From an optimization exercise on the open Yosys and OpenROAD flow, aimed at small area and few clock cycles per item; shortcuts taken in it are not production practice. Only simulation tests tie the RTL to the original design; equivalence was not proved.

==> job 4009: inputs <==
## run_length_string_iterator
module run_length_string_iterator #(
	parameter int RUN_SLOTS  = 64,
	parameter int COUNT_BITS = 32
) (
	input  wire logic        clk,
	input  wire logic        arst_n,
	input  wire logic        s_tvalid,
	output logic             s_tready,
	input  wire logic [7:0]  s_tdata,    
	input  wire logic [1:0]  s_tuser,    
	output logic             m_tvalid,
	input  wire logic        m_tready,
	output logic      [15:0] m_tdata     
);
make LEC_CHECK=0 CAP_MARGIN=20 CORE_MARGIN=2 CORE_UTILIZATION=40 SLEW_MARGIN=20 finish   # period 10.0 ns
run.sh (not shown) runs the stock make flow with config.mk's settings and CLKGATE_MAP_FILE= SYNTH_SCRIPT=/design/flow/synth_recipe.tcl, a recipe that flattens the netlist after the stock synthesis.
==> job 846: changes against job 4009 <==
--- a/flow/design.v
+++ b/flow/design.v
@@ -12,60 +12,77 @@
 	localparam logic [7:0] CHAR_LOWER_Z = 8'd122;
 endpackage
 `default_nettype wire
 `default_nettype none
 module rlsi_run_mem #(
 	parameter int ADDR_W = 6,
 	parameter int DATA_W = 38,
 	parameter int RING_L = 4,
-	parameter int BUF_N  = 2
+	parameter int RINGS  = 15,
+	parameter int BUF_N  = 3
 ) (
 	input  wire logic              clk,
 	input  wire logic              active,     
 	input  wire logic              restart,    
 	input  wire logic              push,       
 	input  wire logic [ADDR_W-1:0] tidx,       
+	input  wire logic [1:0]        tslot,      
 	input  wire logic [DATA_W-1:0] tail_data,
 	input  wire logic [ADDR_W-1:0] raddr,
+	input  wire logic [1:0]        rslot,      
 	input  wire logic              tail_sel,   
 	output logic      [DATA_W-1:0] rdata
 );
-	localparam int PH_W   = $clog2(RING_L);
-	localparam int RINGS  = (1 << ADDR_W) / RING_L;
-	localparam int BSEL_W = $clog2(BUF_N);
+	localparam int PH_W  = $clog2(RING_L);
+	localparam int RID_W = ADDR_W - PH_W;
 	logic [PH_W-1:0]   phase_q;                    
 	logic [ADDR_W-1:0] kw_q;                       
+	logic [1:0]        kslot_q;                    
 	logic [DATA_W-1:0] buf_q  [BUF_N];
 	logic [DATA_W-1:0] ring_q [RINGS][RING_L];
 	logic [ADDR_W-1:0] waiting;
 	logic [ADDR_W-1:0] roff;
 	logic              wr;
 	logic [DATA_W-1:0] wdata;
 	logic              in_buf;
 	logic [PH_W-1:0]   rpos;
 	assign waiting = tidx - kw_q;
-	assign wr      = active && (waiting != '0) && (kw_q[PH_W-1:0] == phase_q);
-	assign wdata   = buf_q[kw_q[BSEL_W-1:0]];
+	assign wr      = active && (waiting != '0) && (kw_q[ADDR_W-1:PH_W] != RID_W'(RINGS)) &&
+		(kw_q[PH_W-1:0] == phase_q);
+	always_comb begin
+		wdata = '0;
+		for (int b = 0; b < BUF_N; b++) begin
+			if (kslot_q == 2'(b)) begin
+				wdata = buf_q[b];
+			end
+		end
+	end
 	always_ff @(posedge clk) begin
 		phase_q <= phase_q + PH_W'(1);
 		if (restart) begin
-			kw_q <= '0;
+			kw_q    <= '0;
+			kslot_q <= '0;
 		end else if (wr) begin
-			kw_q <= kw_q + ADDR_W'(1);
-		end
-		if (push) begin
-			buf_q[tidx[BSEL_W-1:0]] <= tail_data;
+			kw_q    <= kw_q + ADDR_W'(1);
+			kslot_q <= (kslot_q == 2'(BUF_N - 1)) ? 2'd0 : (kslot_q + 2'd1);
 		end
 	end
-	genvar gj, gp;
+	genvar gb, gj, gp;
 	generate
+		for (gb = 0; gb < BUF_N; gb++) begin : g_buf
+			always_ff @(posedge clk) begin
+				if (push && (tslot == 2'(gb))) begin
+					buf_q[gb] <= tail_data;
+				end
+			end
+		end
 		for (gj = 0; gj < RINGS; gj++) begin : g_ring
 			always_ff @(posedge clk) begin
-				if (wr && (kw_q[ADDR_W-1:PH_W] == (ADDR_W - PH_W)'(gj))) begin
+				if (wr && (kw_q[ADDR_W-1:PH_W] == RID_W'(gj))) begin
 					ring_q[gj][0] <= wdata;
 				end else begin
 					ring_q[gj][0] <= ring_q[gj][RING_L-1];
 				end
 			end
 			for (gp = 1; gp < RING_L; gp++) begin : g_pos
 				always_ff @(posedge clk) begin
 					ring_q[gj][gp] <= ring_q[gj][gp-1];
@@ -77,23 +94,23 @@
 	assign in_buf = !tail_sel && (roff < waiting);
 	assign rpos   = phase_q - raddr[PH_W-1:0] - PH_W'(1);
 	always_comb begin
 		rdata = '0;
 		if (tail_sel) begin
 			rdata = tail_data;
 		end
 		for (int b = 0; b < BUF_N; b++) begin
-			if (in_buf && (raddr[BSEL_W-1:0] == BSEL_W'(b))) begin
+			if (in_buf && (rslot == 2'(b))) begin
 				rdata = rdata | buf_q[b];
 			end
 		end
 		for (int j = 0; j < RINGS; j++) begin
 			for (int p = 0; p < RING_L; p++) begin
-				if (!tail_sel && !in_buf && (raddr[ADDR_W-1:PH_W] == (ADDR_W - PH_W)'(j)) &&
+				if (!tail_sel && !in_buf && (raddr[ADDR_W-1:PH_W] == RID_W'(j)) &&
 						(rpos == PH_W'(p))) begin
 					rdata = rdata | ring_q[j][p];
 				end
 			end
 		end
 	end
 endmodule
 `default_nettype wire
@@ -115,16 +132,18 @@
 );
 	localparam int IDX_W = $clog2(RUN_SLOTS);
 	localparam int MUL_W = COUNT_BITS + 4;
 	localparam int ENT_W = 6 + COUNT_BITS;
 	logic                  nonempty_q;    
 	logic                  drop_q;        
 	logic [IDX_W-1:0]      tidx_q;        
 	logic [IDX_W-1:0]      rslot_q;       
+	logic [1:0]            tmod_q;        
+	logic [1:0]            rmod_q;        
 	logic [COUNT_BITS-1:0] used_q;        
 	logic [5:0]            tail_letter_q;
 	logic [COUNT_BITS-1:0] tail_count_q;
 	logic                  tail_nz_q;     
 	logic                  byte_is_letter;
 	logic                  byte_is_digit;
 	logic                  is_full;
 	logic                  cur_is_tail;
@@ -180,49 +199,54 @@
 				drop_q     <= 1'b1;
 			end
 		end
 	end
 	always_ff @(posedge clk) begin
 		if (go) begin
 			if (do_append) begin
 				tidx_q        <= nonempty_q ? (tidx_q + IDX_W'(1)) : '0;
+				tmod_q        <= (nonempty_q && (tmod_q != 2'd2)) ? (tmod_q + 2'd1) : 2'd0;
 				tail_letter_q <= byte_value[5:0];
 				tail_count_q  <= '0;
 				tail_nz_q     <= 1'b0;
 			end else if (do_replace) begin
 				tail_letter_q <= byte_value[5:0];
 			end else if (do_digit) begin
 				tail_count_q  <= new_count;
 				tail_nz_q     <= tail_nz_q || (byte_value[3:0] != 4'd0);
 			end
 			if (do_append && !nonempty_q) begin
 				rslot_q <= '0;
+				rmod_q  <= 2'd0;
 				used_q  <= '0;
 			end else if (do_take) begin
 				if (cur_left) begin
 					used_q  <= used_q + COUNT_BITS'(1);
 				end else begin
 					rslot_q <= rslot_inc;
+					rmod_q  <= (rmod_q == 2'd2) ? 2'd0 : (rmod_q + 2'd1);
 					used_q  <= COUNT_BITS'(1);
 				end
 			end
 		end
 	end
 	rlsi_run_mem #(
 		.ADDR_W (IDX_W),
 		.DATA_W (ENT_W)
 	) u_mem (
 		.clk       (clk),
 		.active    (nonempty_q),
 		.restart   (go && do_append && !nonempty_q),
 		.push      (go && do_append && nonempty_q),
 		.tidx      (tidx_q),
+		.tslot     (tmod_q),
 		.tail_data ({tail_letter_q, tail_count_q}),
 		.raddr     (rslot_q),
+		.rslot     (rmod_q),
 		.tail_sel  (cur_is_tail),
 		.rdata     (cur)
 	);
 endmodule
 `default_nettype wire
 `default_nettype none
 import rlsi_pkg::*;
 module run_length_string_iterator #(
@@ -235,36 +259,57 @@
 	output logic             s_tready,
 	input  wire logic [7:0]  s_tdata,    
 	input  wire logic [1:0]  s_tuser,    
 	output logic             m_tvalid,
 	input  wire logic        m_tready,
 	output logic      [15:0] m_tdata     
 );
 	logic       go;
+	logic       res_go;
 	logic       has_more;
 	logic [5:0] cur_letter;
 	logic       take_letter;
 	logic       table_full;
-	logic       took_q;
-	logic       full_q;
-	assign s_tready = !m_tvalid || m_tready;
+	logic       p_valid;     
+	logic       p_took;
+	logic       p_full;
+	logic       r_took;
+	logic [5:0] r_letter;
+	logic       r_more;
+	logic       r_full;
+	assign res_go   = p_valid && (!m_tvalid || m_tready);
+	assign s_tready = !p_valid || res_go;
 	assign go       = s_tvalid && s_tready;
-	assign m_tdata  = {6'b0, full_q, has_more, took_q ? {2'b01, cur_letter} : CHAR_SPACE};
+	assign m_tdata  = {6'b0, r_full, r_more, r_took ? {2'b01, r_letter} : CHAR_SPACE};
 	always_ff @(posedge clk or negedge arst_n) begin
 		if (!arst_n) begin
+			p_valid  <= 1'b0;
 			m_tvalid <= 1'b0;
-		end else if (s_tready) begin
-			m_tvalid <= s_tvalid;
+		end else begin
+			if (s_tready) begin
+				p_valid <= s_tvalid;
+			end
+			if (res_go) begin
+				m_tvalid <= 1'b1;
+			end else if (m_tready) begin
+				m_tvalid <= 1'b0;
+			end
 		end
 	end
 	always_ff @(posedge clk) begin
 		if (go) begin
-			took_q <= take_letter;
-			full_q <= table_full;
+			p_took <= take_letter;
+			p_full <= table_full;
+		end
+		if (res_go) begin
+			r_took   <= p_took;
+			r_letter <= cur_letter;
+			r_more   <= has_more;
+			r_full   <= p_full;
 		end
 	end
 	rlsi_engine #(
 		.RUN_SLOTS  (RUN_SLOTS),
 		.COUNT_BITS (COUNT_BITS)
 	) u_engine (
 		.clk         (clk),
 		.arst_n      (arst_n),
==> flow/flow/run.sh (new file) <==
#!/bin/bash
set -o pipefail
export CTS_ARGS="-sink_clustering_enable -repair_clock_nets -buf_list sky130_fd_sc_hd__clkbuf_16 -sink_clustering_size 24 -sink_clustering_max_diameter 60 -dont_use_dummy_load"
bash standard.sh > standard.log 2>&1
==> flow/standard.sh (new file) <==
#!/bin/bash
# synth_recipe.tcl (not shown) runs the flow's synth.tcl, then flattens the netlist and writes it again
# the make line also repeats each setting of config.mk as NAME=value (left out here)
make -C /OpenROAD-flow-scripts/flow DESIGN_CONFIG=/design/flow/config.mk WORK_HOME=/design/flow/orfs CLKGATE_MAP_FILE= SYNTH_SCRIPT=/design/flow/synth_recipe.tcl "${@:-finish}"
Settings changed: CTS_BUF_LIST set to sky130_fd_sc_hd__clkbuf_16, CTS_CLUSTER_DIAMETER set to 60, CTS_CLUSTER_SIZE set to 24.
removed: flow/run.sh
==> job 2380: changes against job 4009 <==
--- a/flow/design.v
+++ b/flow/design.v
@@ -12,60 +12,77 @@
 	localparam logic [7:0] CHAR_LOWER_Z = 8'd122;
 endpackage
 `default_nettype wire
 `default_nettype none
 module rlsi_run_mem #(
 	parameter int ADDR_W = 6,
 	parameter int DATA_W = 38,
 	parameter int RING_L = 4,
-	parameter int BUF_N  = 2
+	parameter int RINGS  = 15,
+	parameter int BUF_N  = 3
 ) (
 	input  wire logic              clk,
 	input  wire logic              active,     
 	input  wire logic              restart,    
 	input  wire logic              push,       
 	input  wire logic [ADDR_W-1:0] tidx,       
+	input  wire logic [1:0]        tslot,      
 	input  wire logic [DATA_W-1:0] tail_data,
 	input  wire logic [ADDR_W-1:0] raddr,
+	input  wire logic [1:0]        rslot,      
 	input  wire logic              tail_sel,   
 	output logic      [DATA_W-1:0] rdata
 );
-	localparam int PH_W   = $clog2(RING_L);
-	localparam int RINGS  = (1 << ADDR_W) / RING_L;
-	localparam int BSEL_W = $clog2(BUF_N);
+	localparam int PH_W  = $clog2(RING_L);
+	localparam int RID_W = ADDR_W - PH_W;
 	logic [PH_W-1:0]   phase_q;                    
 	logic [ADDR_W-1:0] kw_q;                       
+	logic [1:0]        kslot_q;                    
 	logic [DATA_W-1:0] buf_q  [BUF_N];
 	logic [DATA_W-1:0] ring_q [RINGS][RING_L];
 	logic [ADDR_W-1:0] waiting;
 	logic [ADDR_W-1:0] roff;
 	logic              wr;
 	logic [DATA_W-1:0] wdata;
 	logic              in_buf;
 	logic [PH_W-1:0]   rpos;
 	assign waiting = tidx - kw_q;
-	assign wr      = active && (waiting != '0) && (kw_q[PH_W-1:0] == phase_q);
-	assign wdata   = buf_q[kw_q[BSEL_W-1:0]];
+	assign wr      = active && (waiting != '0) && (kw_q[ADDR_W-1:PH_W] != RID_W'(RINGS)) &&
+		(kw_q[PH_W-1:0] == phase_q);
+	always_comb begin
+		wdata = '0;
+		for (int b = 0; b < BUF_N; b++) begin
+			if (kslot_q == 2'(b)) begin
+				wdata = buf_q[b];
+			end
+		end
+	end
 	always_ff @(posedge clk) begin
 		phase_q <= phase_q + PH_W'(1);
 		if (restart) begin
-			kw_q <= '0;
+			kw_q    <= '0;
+			kslot_q <= '0;
 		end else if (wr) begin
-			kw_q <= kw_q + ADDR_W'(1);
-		end
-		if (push) begin
-			buf_q[tidx[BSEL_W-1:0]] <= tail_data;
+			kw_q    <= kw_q + ADDR_W'(1);
+			kslot_q <= (kslot_q == 2'(BUF_N - 1)) ? 2'd0 : (kslot_q + 2'd1);
 		end
 	end
-	genvar gj, gp;
+	genvar gb, gj, gp;
 	generate
+		for (gb = 0; gb < BUF_N; gb++) begin : g_buf
+			always_ff @(posedge clk) begin
+				if (push && (tslot == 2'(gb))) begin
+					buf_q[gb] <= tail_data;
+				end
+			end
+		end
 		for (gj = 0; gj < RINGS; gj++) begin : g_ring
 			always_ff @(posedge clk) begin
-				if (wr && (kw_q[ADDR_W-1:PH_W] == (ADDR_W - PH_W)'(gj))) begin
+				if (wr && (kw_q[ADDR_W-1:PH_W] == RID_W'(gj))) begin
 					ring_q[gj][0] <= wdata;
 				end else begin
 					ring_q[gj][0] <= ring_q[gj][RING_L-1];
 				end
 			end
 			for (gp = 1; gp < RING_L; gp++) begin : g_pos
 				always_ff @(posedge clk) begin
 					ring_q[gj][gp] <= ring_q[gj][gp-1];
@@ -77,23 +94,23 @@
 	assign in_buf = !tail_sel && (roff < waiting);
 	assign rpos   = phase_q - raddr[PH_W-1:0] - PH_W'(1);
 	always_comb begin
 		rdata = '0;
 		if (tail_sel) begin
 			rdata = tail_data;
 		end
 		for (int b = 0; b < BUF_N; b++) begin
-			if (in_buf && (raddr[BSEL_W-1:0] == BSEL_W'(b))) begin
+			if (in_buf && (rslot == 2'(b))) begin
 				rdata = rdata | buf_q[b];
 			end
 		end
 		for (int j = 0; j < RINGS; j++) begin
 			for (int p = 0; p < RING_L; p++) begin
-				if (!tail_sel && !in_buf && (raddr[ADDR_W-1:PH_W] == (ADDR_W - PH_W)'(j)) &&
+				if (!tail_sel && !in_buf && (raddr[ADDR_W-1:PH_W] == RID_W'(j)) &&
 						(rpos == PH_W'(p))) begin
 					rdata = rdata | ring_q[j][p];
 				end
 			end
 		end
 	end
 endmodule
 `default_nettype wire
@@ -115,16 +132,18 @@
 );
 	localparam int IDX_W = $clog2(RUN_SLOTS);
 	localparam int MUL_W = COUNT_BITS + 4;
 	localparam int ENT_W = 6 + COUNT_BITS;
 	logic                  nonempty_q;    
 	logic                  drop_q;        
 	logic [IDX_W-1:0]      tidx_q;        
 	logic [IDX_W-1:0]      rslot_q;       
+	logic [1:0]            tmod_q;        
+	logic [1:0]            rmod_q;        
 	logic [COUNT_BITS-1:0] used_q;        
 	logic [5:0]            tail_letter_q;
 	logic [COUNT_BITS-1:0] tail_count_q;
 	logic                  tail_nz_q;     
 	logic                  byte_is_letter;
 	logic                  byte_is_digit;
 	logic                  is_full;
 	logic                  cur_is_tail;
@@ -180,49 +199,54 @@
 				drop_q     <= 1'b1;
 			end
 		end
 	end
 	always_ff @(posedge clk) begin
 		if (go) begin
 			if (do_append) begin
 				tidx_q        <= nonempty_q ? (tidx_q + IDX_W'(1)) : '0;
+				tmod_q        <= (nonempty_q && (tmod_q != 2'd2)) ? (tmod_q + 2'd1) : 2'd0;
 				tail_letter_q <= byte_value[5:0];
 				tail_count_q  <= '0;
 				tail_nz_q     <= 1'b0;
 			end else if (do_replace) begin
 				tail_letter_q <= byte_value[5:0];
 			end else if (do_digit) begin
 				tail_count_q  <= new_count;
 				tail_nz_q     <= tail_nz_q || (byte_value[3:0] != 4'd0);
 			end
 			if (do_append && !nonempty_q) begin
 				rslot_q <= '0;
+				rmod_q  <= 2'd0;
 				used_q  <= '0;
 			end else if (do_take) begin
 				if (cur_left) begin
 					used_q  <= used_q + COUNT_BITS'(1);
 				end else begin
 					rslot_q <= rslot_inc;
+					rmod_q  <= (rmod_q == 2'd2) ? 2'd0 : (rmod_q + 2'd1);
 					used_q  <= COUNT_BITS'(1);
 				end
 			end
 		end
 	end
 	rlsi_run_mem #(
 		.ADDR_W (IDX_W),
 		.DATA_W (ENT_W)
 	) u_mem (
 		.clk       (clk),
 		.active    (nonempty_q),
 		.restart   (go && do_append && !nonempty_q),
 		.push      (go && do_append && nonempty_q),
 		.tidx      (tidx_q),
+		.tslot     (tmod_q),
 		.tail_data ({tail_letter_q, tail_count_q}),
 		.raddr     (rslot_q),
+		.rslot     (rmod_q),
 		.tail_sel  (cur_is_tail),
 		.rdata     (cur)
 	);
 endmodule
 `default_nettype wire
 `default_nettype none
 import rlsi_pkg::*;
 module run_length_string_iterator #(
@@ -235,36 +259,57 @@
 	output logic             s_tready,
 	input  wire logic [7:0]  s_tdata,    
 	input  wire logic [1:0]  s_tuser,    
 	output logic             m_tvalid,
 	input  wire logic        m_tready,
 	output logic      [15:0] m_tdata     
 );
 	logic       go;
+	logic       res_go;
 	logic       has_more;
 	logic [5:0] cur_letter;
 	logic       take_letter;
 	logic       table_full;
-	logic       took_q;
-	logic       full_q;
-	assign s_tready = !m_tvalid || m_tready;
+	logic       p_valid;     
+	logic       p_took;
+	logic       p_full;
+	logic       r_took;
+	logic [5:0] r_letter;
+	logic       r_more;
+	logic       r_full;
+	assign res_go   = p_valid && (!m_tvalid || m_tready);
+	assign s_tready = !p_valid || res_go;
 	assign go       = s_tvalid && s_tready;
-	assign m_tdata  = {6'b0, full_q, has_more, took_q ? {2'b01, cur_letter} : CHAR_SPACE};
+	assign m_tdata  = {6'b0, r_full, r_more, r_took ? {2'b01, r_letter} : CHAR_SPACE};
 	always_ff @(posedge clk or negedge arst_n) begin
 		if (!arst_n) begin
+			p_valid  <= 1'b0;
 			m_tvalid <= 1'b0;
-		end else if (s_tready) begin
-			m_tvalid <= s_tvalid;
+		end else begin
+			if (s_tready) begin
+				p_valid <= s_tvalid;
+			end
+			if (res_go) begin
+				m_tvalid <= 1'b1;
+			end else if (m_tready) begin
+				m_tvalid <= 1'b0;
+			end
 		end
 	end
 	always_ff @(posedge clk) begin
 		if (go) begin
-			took_q <= take_letter;
-			full_q <= table_full;
+			p_took <= take_letter;
+			p_full <= table_full;
+		end
+		if (res_go) begin
+			r_took   <= p_took;
+			r_letter <= cur_letter;
+			r_more   <= has_more;
+			r_full   <= p_full;
 		end
 	end
 	rlsi_engine #(
 		.RUN_SLOTS  (RUN_SLOTS),
 		.COUNT_BITS (COUNT_BITS)
 	) u_engine (
 		.clk         (clk),
 		.arst_n      (arst_n),
==> flow/flow/run.sh (new file) <==
#!/bin/bash
set -o pipefail
export CTS_ARGS="-sink_clustering_enable -repair_clock_nets -buf_list sky130_fd_sc_hd__clkbuf_16 -sink_clustering_size 24 -sink_clustering_max_diameter 60 -dont_use_dummy_load"
bash standard.sh > standard.log 2>&1
==> flow/standard.sh (new file) <==
#!/bin/bash
# synth_recipe.tcl (not shown) runs the flow's synth.tcl, then flattens the netlist and writes it again
# the make line also repeats each setting of config.mk as NAME=value (left out here)
make -C /OpenROAD-flow-scripts/flow DESIGN_CONFIG=/design/flow/config.mk WORK_HOME=/design/flow/orfs CLKGATE_MAP_FILE= SYNTH_SCRIPT=/design/flow/synth_recipe.tcl "${@:-finish}"
Settings changed: CAP_MARGIN 20 to 5, CTS_BUF_LIST set to sky130_fd_sc_hd__clkbuf_16, CTS_CLUSTER_DIAMETER set to 60, CTS_CLUSTER_SIZE set to 24, SLEW_MARGIN 20 to 5.
removed: flow/run.sh
==> summary of the runs <==
Job 846 completed without violations. Job 4009 completed and failed the layout checks on setup timing. Job 2380 completed and failed the layout checks on capacitance limit, slew limit. Between job 846 and job 2380, the lower first-iteration DRC count is in job 846 (gap 1.4%, measured against job 2380). Sequential share of layout area: job 2380 > job 846 > job 4009. Between job 4009 and job 2380, the lower clock skew is in job 4009 (gap 0.031 ns). Global-route usage: job 2380 < job 846 < job 4009. Between job 4009 and job 2380, the lower sequential cell count is in job 2380 (gap 99).
Testbench counts of job 4009, summed over its fixed seeds: cycles 48,361, items 48,353.
Testbench counts of job 846, summed over its fixed seeds: cycles 48,369, items 48,353.
Testbench counts of job 2380, summed over its fixed seeds: cycles 48,369, items 48,353.

-- re-timing with driven ports --
How much do the figures lean on ideal ports? The routed layouts below were timed once more, with nothing changed but the port constraints. Step 1 sets driving cells, clkbuf_16 on the clock port and buf_2 on the other inputs (assumed; they add their load-dependent delay and slew). Step 2 moves the port delays by t, midway between the first and last clock arrival at a register: inputs arrive t later, outputs are due t later. That takes back most of the time a late clock gives input paths. a / b / c = ideal ports / drivers / drivers and shift; a / b = the first two.
run	t, ns	slack for setup (ns)	worst hold slack (ns)	worst setup path at the end	pins driven straight from the clock port
job 4009	1.036	-0.179 / -0.278 / 0.758	0.285 / 0.285 / 0.285	register to output	1
job 846	0.902	1.709 / 1.709 / 1.709	0.256 / 0.256 / 0.256	register to register	1
job 2380	0.906	1.558 / 1.558 / 1.558	0.281 / 0.281 / 0.281	register to register	1
